This is an optimization exercise on Yosys and OpenROAD, whose aim is small area, a short achievable clock period and few clock cycles per item, not a production implementation. In this exercise RTL edits were held to simulation tests only and were not proved equivalent to the original. Power is estimated from default activity; no workload was simulated.

`flow/design.v`:
```
`default_nettype none
package kct_pkg;
	localparam logic CMD_ADD    = 1'b0;
	localparam logic CMD_REMOVE = 1'b1;
	localparam logic [2:0] STAT_UPDATED   = 3'd0;
	localparam logic [2:0] STAT_INSERTED  = 3'd1;
	localparam logic [2:0] STAT_FREED     = 3'd2;
	localparam logic [2:0] STAT_BAD_TAG   = 3'd3;
	localparam logic [2:0] STAT_IGNORED   = 3'd4;
	localparam logic [2:0] STAT_NOT_FOUND = 3'd5;
	localparam logic [2:0] STAT_FULL      = 3'd6;
	localparam int unsigned COUNT_W   = 31;
	localparam int unsigned TAG_IN_W  = 16;
	localparam int unsigned AMOUNT_W  = 32;
	localparam logic [COUNT_W-1:0] COUNT_MAX = '1;
	typedef struct packed {
		logic                       cmd;
		logic [TAG_IN_W-1:0]        tag_id;
		logic signed [AMOUNT_W-1:0] amount;
	} req_t;
	typedef struct packed {
		logic [2:0]         status;
		logic [COUNT_W-1:0] count_after;
		logic               saturated;
	} rsp_t;
	typedef enum logic [1:0] {
		S_IDLE,
		S_MATCH,
		S_EXEC
	} state_t;
	typedef struct packed {
		logic load_req;
		logic match_en;
		logic exec_en;
	} ctrl_cmd_t;
	typedef struct packed {
		logic rsp_stall;
	} dp_status_t;
endpackage
`default_nettype wire
`default_nettype none
module kct_ctrl (
	input  wire  clk,
	input  wire  arst_n,
	input  wire  req_valid,
	output logic req_ready,
	input  wire  rsp_ready,
	output logic rsp_valid,
	output logic load_r,
	output logic load_x,
	output logic x_busy,
	output logic exec
);
	logic r_valid_q;
	logic x_valid_q;
	logic rsp_valid_q;
	assign exec      = x_valid_q && (!rsp_valid_q || rsp_ready);
	assign load_x    = !x_valid_q || exec;
	assign req_ready = !r_valid_q || load_x;
	assign load_r    = req_ready;
	assign x_busy    = x_valid_q;
	assign rsp_valid = rsp_valid_q;
	always_ff @(posedge clk or negedge arst_n) begin
		if (!arst_n) begin
			r_valid_q <= 1'b0;
		end else if (req_ready) begin
			r_valid_q <= req_valid;
		end
	end
	always_ff @(posedge clk or negedge arst_n) begin
		if (!arst_n) begin
			x_valid_q <= 1'b0;
		end else if (load_x) begin
			x_valid_q <= r_valid_q;
		end
	end
	always_ff @(posedge clk or negedge arst_n) begin
		if (!arst_n) begin
			rsp_valid_q <= 1'b0;
		end else if (exec) begin
			rsp_valid_q <= 1'b1;
		end else if (rsp_ready) begin
			rsp_valid_q <= 1'b0;
		end
	end
endmodule
`default_nettype wire
`default_nettype none
module kct_dpath #(
	parameter int unsigned TABLE_DEPTH = 64,
	parameter int unsigned TAG_BITS    = 16
) (
	input  wire                 clk,
	input  wire                 arst_n,
	input  kct_pkg::req_t       req,
	input  wire                 load_r,
	input  wire                 load_x,
	input  wire                 x_busy,
	input  wire                 exec,
	output kct_pkg::rsp_t       rsp
);
	localparam int unsigned CW    = kct_pkg::COUNT_W;
	localparam int unsigned IDX_W = $clog2(TABLE_DEPTH);
	logic                r_cmd;
	logic [TAG_BITS-1:0] r_tag;
	logic [CW-1:0]       r_raw;
	logic                r_tz;
	logic                r_ign;
	always_ff @(posedge clk) begin
		if (load_r) begin
			r_cmd <= req.cmd;
			r_tag <= req.tag_id[TAG_BITS-1:0];
			r_raw <= req.amount[CW-1:0];
			r_tz  <= (req.tag_id == '0);
			r_ign <= (req.amount == '0) || req.amount[kct_pkg::AMOUNT_W-1];
		end
	end
	logic [TABLE_DEPTH-1:0] valid_q;
	logic [TAG_BITS-1:0]    tag_arr_q [TABLE_DEPTH];
	logic [CW-1:0]          cnt_arr_q [TABLE_DEPTH];
	logic [TABLE_DEPTH-1:0] m_hit_vec;
	logic                   m_hit;
	logic [IDX_W-1:0]       m_idx;
	logic [CW-1:0]          m_cur;
	always_comb begin
		m_cur = '0;
		m_idx = '0;
		for (int i = 0; i < TABLE_DEPTH; i++) begin
			m_hit_vec[i] = valid_q[i] && (tag_arr_q[i] == r_tag);
			m_cur = m_cur | (cnt_arr_q[i] & {CW{m_hit_vec[i]}});
			m_idx = m_idx | (IDX_W'(i) & {IDX_W{m_hit_vec[i]}});
		end
		m_hit = |m_hit_vec;
	end
	logic                x_cmd;
	logic [TAG_BITS-1:0] x_tag;
	logic [CW-1:0]       x_raw;
	logic                x_tz;
	logic                x_ign;
	logic                hit;
	logic [IDX_W-1:0]    idx;
	logic [CW-1:0]       cur;
	logic                same;
	logic                post_hit;
	logic [IDX_W-1:0]    post_idx;
	kct_pkg::rsp_t       rsp_nxt;
	assign same = x_busy && (x_tag == r_tag);
	always_ff @(posedge clk) begin
		if (load_x) begin
			x_cmd <= r_cmd;
			x_tag <= r_tag;
			x_raw <= r_raw;
			x_tz  <= r_tz;
			x_ign <= r_ign;
			if (same) begin
				hit <= post_hit;
				idx <= post_idx;
				cur <= rsp_nxt.count_after;
			end else begin
				hit <= m_hit;
				idx <= m_idx;
				cur <= m_cur;
			end
		end
	end
	logic [TABLE_DEPTH-1:0] hit_dec;
	logic [TABLE_DEPTH-1:0] free_vec;
	logic [TABLE_DEPTH-1:0] free_first;
	logic                   free_any;
	logic [IDX_W-1:0]       free_idx;
	always_comb begin
		free_vec   = ~valid_q;
		free_first = free_vec & (~free_vec + 1'b1);
		free_any   = |free_vec;
		free_idx   = '0;
		for (int i = 0; i < TABLE_DEPTH; i++) begin
			hit_dec[i] = hit && (idx == IDX_W'(i));
			free_idx   = free_idx | (IDX_W'(i) & {IDX_W{free_first[i]}});
		end
	end
	logic          ok;
	logic [CW:0]   sum;
	logic [CW-1:0] add_val;
	logic [CW-1:0] diff;
	logic          gt;
	logic [CW-1:0] wr_data;
	logic          ins;
	logic          fre;
	assign ok       = !x_tz && !x_ign;
	assign sum      = {1'b0, cur} + {1'b0, x_raw};
	assign add_val  = sum[CW] ? kct_pkg::COUNT_MAX : sum[CW-1:0];
	assign diff     = cur - x_raw;
	assign gt       = cur > x_raw;
	assign wr_data  = !hit ? x_raw : (x_cmd == kct_pkg::CMD_ADD) ? add_val : diff;
	assign ins      = ok && (x_cmd == kct_pkg::CMD_ADD) && !hit && free_any;
	assign fre      = ok && (x_cmd == kct_pkg::CMD_REMOVE) && hit && !gt;
	assign post_hit = hit ? !fre : ins;
	assign post_idx = hit ? idx : free_idx;
	always_ff @(posedge clk) begin
		for (int i = 0; i < TABLE_DEPTH; i++) begin
			if (free_first[i]) begin
				tag_arr_q[i] <= x_tag;
			end
			if (exec && ok && (hit_dec[i] || free_first[i])) begin
				cnt_arr_q[i] <= wr_data;
			end
		end
	end
	always_ff @(posedge clk or negedge arst_n) begin
		if (!arst_n) begin
			valid_q <= '0;
		end else begin
			for (int i = 0; i < TABLE_DEPTH; i++) begin
				if (exec && ins && free_first[i]) valid_q[i] <= 1'b1;
				if (exec && fre && hit_dec[i])    valid_q[i] <= 1'b0;
			end
		end
	end
	kct_pkg::rsp_t rsp_q;
	always_comb begin
		rsp_nxt.status      = kct_pkg::STAT_UPDATED;
		rsp_nxt.count_after = '0;
		rsp_nxt.saturated   = 1'b0;
		if (x_tz) begin
			rsp_nxt.status = kct_pkg::STAT_BAD_TAG;
		end else if (x_ign) begin
			rsp_nxt.status      = kct_pkg::STAT_IGNORED;
			rsp_nxt.count_after = cur;
		end else if (x_cmd == kct_pkg::CMD_ADD) begin
			if (hit) begin
				rsp_nxt.count_after = add_val;
				rsp_nxt.saturated   = sum[CW];
			end else if (free_any) begin
				rsp_nxt.status      = kct_pkg::STAT_INSERTED;
				rsp_nxt.count_after = x_raw;
			end else begin
				rsp_nxt.status = kct_pkg::STAT_FULL;
			end
		end else begin
			if (!hit) begin
				rsp_nxt.status = kct_pkg::STAT_NOT_FOUND;
			end else if (!gt) begin
				rsp_nxt.status = kct_pkg::STAT_FREED;
			end else begin
				rsp_nxt.count_after = diff;
			end
		end
	end
	always_ff @(posedge clk) begin
		if (exec) begin
			rsp_q <= rsp_nxt;
		end
	end
	assign rsp = rsp_q;
endmodule
`default_nettype wire
`default_nettype none
module keyed_count_table #(
	parameter int unsigned TABLE_DEPTH = 64,
	parameter int unsigned TAG_BITS    = 16
) (
	input  wire         clk,
	input  wire         arst_n,
	input  wire         req_valid,
	output logic        req_ready,
	input  wire         req_cmd,
	input  wire  [15:0] req_tag,
	input  wire  [31:0] req_amount,
	output logic        rsp_valid,
	input  wire         rsp_ready,
	output logic [2:0]  rsp_status,
	output logic [30:0] rsp_count,
	output logic        rsp_saturated
);
	kct_pkg::req_t req;
	kct_pkg::rsp_t rsp;
	assign req.cmd        = req_cmd;
	assign req.tag_id     = req_tag;
	assign req.amount     = req_amount;
	assign rsp_status     = rsp.status;
	assign rsp_count      = rsp.count_after;
	assign rsp_saturated  = rsp.saturated;
	logic load_r;
	logic load_x;
	logic x_busy;
	logic exec;
	kct_ctrl u_ctrl (
		.clk       (clk),
		.arst_n    (arst_n),
		.req_valid (req_valid),
		.req_ready (req_ready),
		.rsp_ready (rsp_ready),
		.rsp_valid (rsp_valid),
		.load_r    (load_r),
		.load_x    (load_x),
		.x_busy    (x_busy),
		.exec      (exec)
	);
	kct_dpath #(
		.TABLE_DEPTH (TABLE_DEPTH),
		.TAG_BITS    (TAG_BITS)
	) u_dpath (
		.clk      (clk),
		.arst_n   (arst_n),
		.req      (req),
		.load_r   (load_r),
		.load_x   (load_x),
		.x_busy   (x_busy),
		.exec     (exec),
		.rsp      (rsp)
	);
endmodule
`default_nettype wire
```
`flow/run.sh`:
```
#!/bin/bash
# synth_recipe.tcl (not shown) runs the flow's synth.tcl, then flattens the netlist and writes it again
# the make line also repeats each setting of config.mk as NAME=value (left out here)
make -C /OpenROAD-flow-scripts/flow DESIGN_CONFIG=/design/flow/config.mk WORK_HOME=/design/flow/orfs CLKGATE_MAP_FILE= SYNTH_SCRIPT=/design/flow/synth_recipe.tcl finish
```
`flow/config.mk`:
```
export PLATFORM = sky130hd
export DESIGN_NAME = keyed_count_table
export DESIGN_NICKNAME = keyed_count_table
export VERILOG_FILES = /design/flow/design.v
export SDC_FILE = /design/flow/constraint.sdc
export NUM_CORES = 4
export LEC_CHECK = 0
export CAP_MARGIN = 20
export CORE_MARGIN = 2
export CORE_UTILIZATION = 40
export CTS_BUF_LIST = sky130_fd_sc_hd__clkbuf_4 sky130_fd_sc_hd__clkbuf_8
export SLEW_MARGIN = 20
```
`flow/constraint.sdc`:
```
create_clock -name core_clock -period 7.0 [get_ports {clk}]
set_input_delay 1.4000 -clock core_clock [delete_from_list [all_inputs] [get_ports {clk}]]
set_output_delay 1.4000 -clock core_clock [all_outputs]
set_load 0.01 [all_outputs]
```
==> qor.csv <==
stage,metric,value,unit
power_and_ir_drop,power,43.6,mW
yosys,synth_area,133000,sq um
setup_path,crit_path_max_incr_delay,950,ps
route,post-route-drc-count,0,
clocking,cts_root_buf,clkbuf_8,
timing,rsz0062_at_grt,no,
job,max_cap_violations,0,
clocking,cts.sinks,3248,
layout,seq_area,97200,sq um
global_route,track_usage,0.344,
setup_path,cp.required,8110,ps
setup_path,critPathArrivalTime,6900,ps
clocking,cts_resized,0,
timing,tightest_slew,1310,ps
place,place_inst,13200,
timing,skew,102,ps
timing,setup_viol,0,
route,routed_wl,599000,um
floorplan,die_y,581,um
power_and_ir_drop,irDropWorstVdd,246,uV
layout,drive_gt1_frac,0.168,
layout,postLayoutCoreUtil,0.465,
layout,fillerInstances,28600,
global_route,grt_pass1_vias,87900,
yosys,syn_avg_cell_area,15.3,sq um
yosys,synthArstFlopShare,0.0206,
floorplan,die_w,581,um
floorplan,fp.coreArea,331000,sq um
yosys,yosysWarnings,4,
clocking,cts_made_buffers,538,
floorplan,dieArea,337000,sq um
yosys,ys_ff_latch,3248,
clocking,post-cts-setup-buffers,0,
clocking,clk_pin_slew,60,ps
min_path,hold_class,input pin to asynchronous set/reset pin,
clocking,cts.path.max_buffers,4,
timing,slew_viol_final,0,
timing,whs,89.8,ps
layout,fin_nets,9507,
timing,worst_slack,1210,ps
timing,hold_violations,0,
layout,stdcell_area,154000,sq um
setup_path,path_class,flip-flop to flip-flop,
global_route,antenna_found_initial,53,
place,io_buffers,89,
yosys,synth_nets,8798,
global_route,grt_max_degree,67,
route,drtIter0Drc,18500,
timing,timing.final.crit_share,0.828,
floorplan,row_count,211,
status,status,finished clean,
setup_path,path_max_fanout,16,
floorplan,start_util,0.402,
floorplan,io_pins,90,
route,drtPass1Iterations,12,
setup_path,path_buf_inv,3,
clocking,cts_tree,yes,
timing,setup_tns,0,ps
yosys,ys_types,85,
place,place_area,143000,sq um
power_and_ir_drop,p_per_area,284,nW/um^2
setup_path,path_common_cell,buf_4,
route,num_vias,95200,
global_route,overflow,0,
place,pre_cts_ws,1600,ps
setup_path,cp-end-kind,flip-flop,
timing,final.min_clock_period,5790,ps
route,vias_per_cell,6.72,
setup_path,crit_family,simple AND/OR/NAND/NOR gates,
yosys,synth-edff-count,3181,
place,gp_congestion,1.05,
yosys,synthFlopType,edfxtp_1,
yosys,synth-seq-area-share,0.731,
timing,fmax,173,MHz
setup_path,crit_chain,"buf_4, xnor2_1, nand4_1, nor4_1, buf_4, and2_2, buf_4, a22oi_1, nand4_1, or3_1, o21a_1",
layout,multi_input_area,34900,sq um
route,final_antenna_net_count,0,
route,wl_per_cell,42.3,um
yosys,syn_inst,8681,
layout,final_cells,14200,
timing,max_slew_margin,0.125,
place,hpwl,375000,um
clocking,clk_latency,1270,ps
power_and_ir_drop,leakagePower,48.5,nW
clocking,h-tree-depth,6,
setup_path,start_kind,flip-flop,
setup_path,slowest_stage,nor4_1,
global_route,grt_pass1_wl,786000,um
clocking,cts_hold_buf,0,
layout,syn_to_final_growth,15.6,%
-- area by class of cell --
cell class / instances / area share
inverter: 92 / 0.00226
antenna: 38 / 0.000618
timing repair buffer: 607 / 0.0360
sequential: 3248 / 0.632
clock inverter: 172 / 0.00744
multi-input combinational: 4903 / 0.227
clock buffer: 745 / 0.0591
tap: 4366 / 0.0355
-- final timing paths --
path | cells after the start | startpoint | slack [ps] | end
max | 11 | u_dpath.r_tag[3] | 1210 | u_dpath.cur[9]
min | 1 | arst_n | 90 | u_dpath.valid_q[11]
max reg2reg | 11 | u_dpath.r_tag[3] | 1210 | u_dpath.cur[9]
min reg2reg | 0 | u_dpath.r_raw[22] | 420 | u_dpath.x_raw[22]
max in group asynchronous | 2 | arst_n | 5630 | u_dpath.valid_q[28]
min in group core_clock | 0 | u_dpath.r_raw[22] | 420 | u_dpath.x_raw[22]
-- power by group --
part / switching [mW] / internal (mW) / total, mW
clock: 7.98 / 8.66 / 16.6
sequential: 0.221 / 22.4 / 22.6
combinational: 3.31 / 1.08 / 4.39
-- worst register-to-register path, delay by kind of cell, from the launching register on --
family	cells	cell delay (ps)
flops	1	930
compound gates	2	440
xor+xnor	1	210
simple gates	5	2790
buf+inv	3	1340
-- registers in the layout, indices dropped and copies added, names as in the netlist --
signal              count
u_dpath.r_cmd           1
u_dpath.cnt_arr_q    1984
u_dpath.x_cmd           1
u_ctrl.r_valid_q        1
u_dpath.hit             1
u_dpath.valid_q        64
u_dpath.r_ign           1
u_dpath.rsp_q          35
u_dpath.tag_arr_q    1024
u_dpath.r_tag          16
u_dpath.x_ign           1
u_ctrl.x_valid_q        1
u_dpath.idx             6
u_dpath.r_raw          31
u_dpath.r_tz            1
u_ctrl.rsp_valid_q      1
u_dpath.x_tag          16
u_dpath.x_tz            1
u_dpath.x_raw          31
u_dpath.cur            31
-- routing by layer --
layer,track usage,vias up,share of wire
met2,0.498,9120,0.42
met5,0,-,0.00088
met3,0.115,2042,0.15
met4,0.220,44,0.077
li1,-,35900,-
met1,0.443,48100,0.35
-- cell usage in the layout, fill, tap and decap left out, drive strengths merged, types with 35 or more instances in the layout --
cell type	n
and4	37
clkdlybuf4s50	88
and2	136
and3	48
inv	111
o211ai	35
xnor2	1066
ha	62
nor3	168
edfxtp	3181
a21oi	285
a22oi	415
dfrtp	67
diode	38
a31oi	56
nor4	160
nand2	268
nand4	519
o21ai	66
clkbuf	746
a22o	219
buf	518
nor2	281
nand3	544
a221oi	171
clkinv	132
-- kinds of logic (layout without fill, tap and decap cells) --
group / count (synthesis) / in the layout / synth area share
flops: 3248 / 3248 / 0.731
simple gates: 2317 / 2317 / 0.0941
compound gates: 1435 / 1435 / 0.0793
xor+xnor: 1082 / 1082 / 0.0712
buf+inv: 530 / 1616 / 0.0182
fa+ha+maj: 64 / 64 / 0.00613
mux: 5 / 5 / 0.000404
other cells: 0 / 38 / 0
-- cell usage after synthesis (all sizes together) (160+ instances only) --
cell type	instances	area share
nor3	168	0.0064
edfxtp	3181	0.72
xnor2	1066	0.070
a22o	219	0.014
nor2	281	0.0079
nor4	160	0.0077
a22oi	415	0.023
clkbuf	203	0.0058
buf	235	0.0099
nand2	268	0.0076
a21oi	285	0.011
nand4	519	0.024
nand3	544	0.021
a221oi	171	0.011
Testbench counts, summed over its fixed seeds: cycles 12,024, items 12,000.

==> port drivers added, routing unchanged <==
The flow's constraints put no driver on any port. The routed layout listed below was extracted and timed again, unchanged, in two steps. Step 1: set_driving_cell puts a clkbuf_16 on clk and a buf_2 on each other input, an assumption about the parent block. Step 2 times the ports against the registers' clock, not the clock port: input delays grow and output delays shrink by t, the midpoint of the rising clock arrivals with the driver on. Three values: no drivers, after step 1, after step 2; two values: the first two.
shift t [ns]: 1.320
setup WS [ns]: 1.205 / 1.205 / 1.205
hold slack, ns: 0.090 / 0.079 / 0.418
clock arrival spread, ns: 0.102 / 0.103
cell pins on the clock port's net: 1
After both steps setup and hold are still met in this run. For this run, drivers alone change the setup slack by 0.000 ns; drivers and shift together by 0.000 ns.
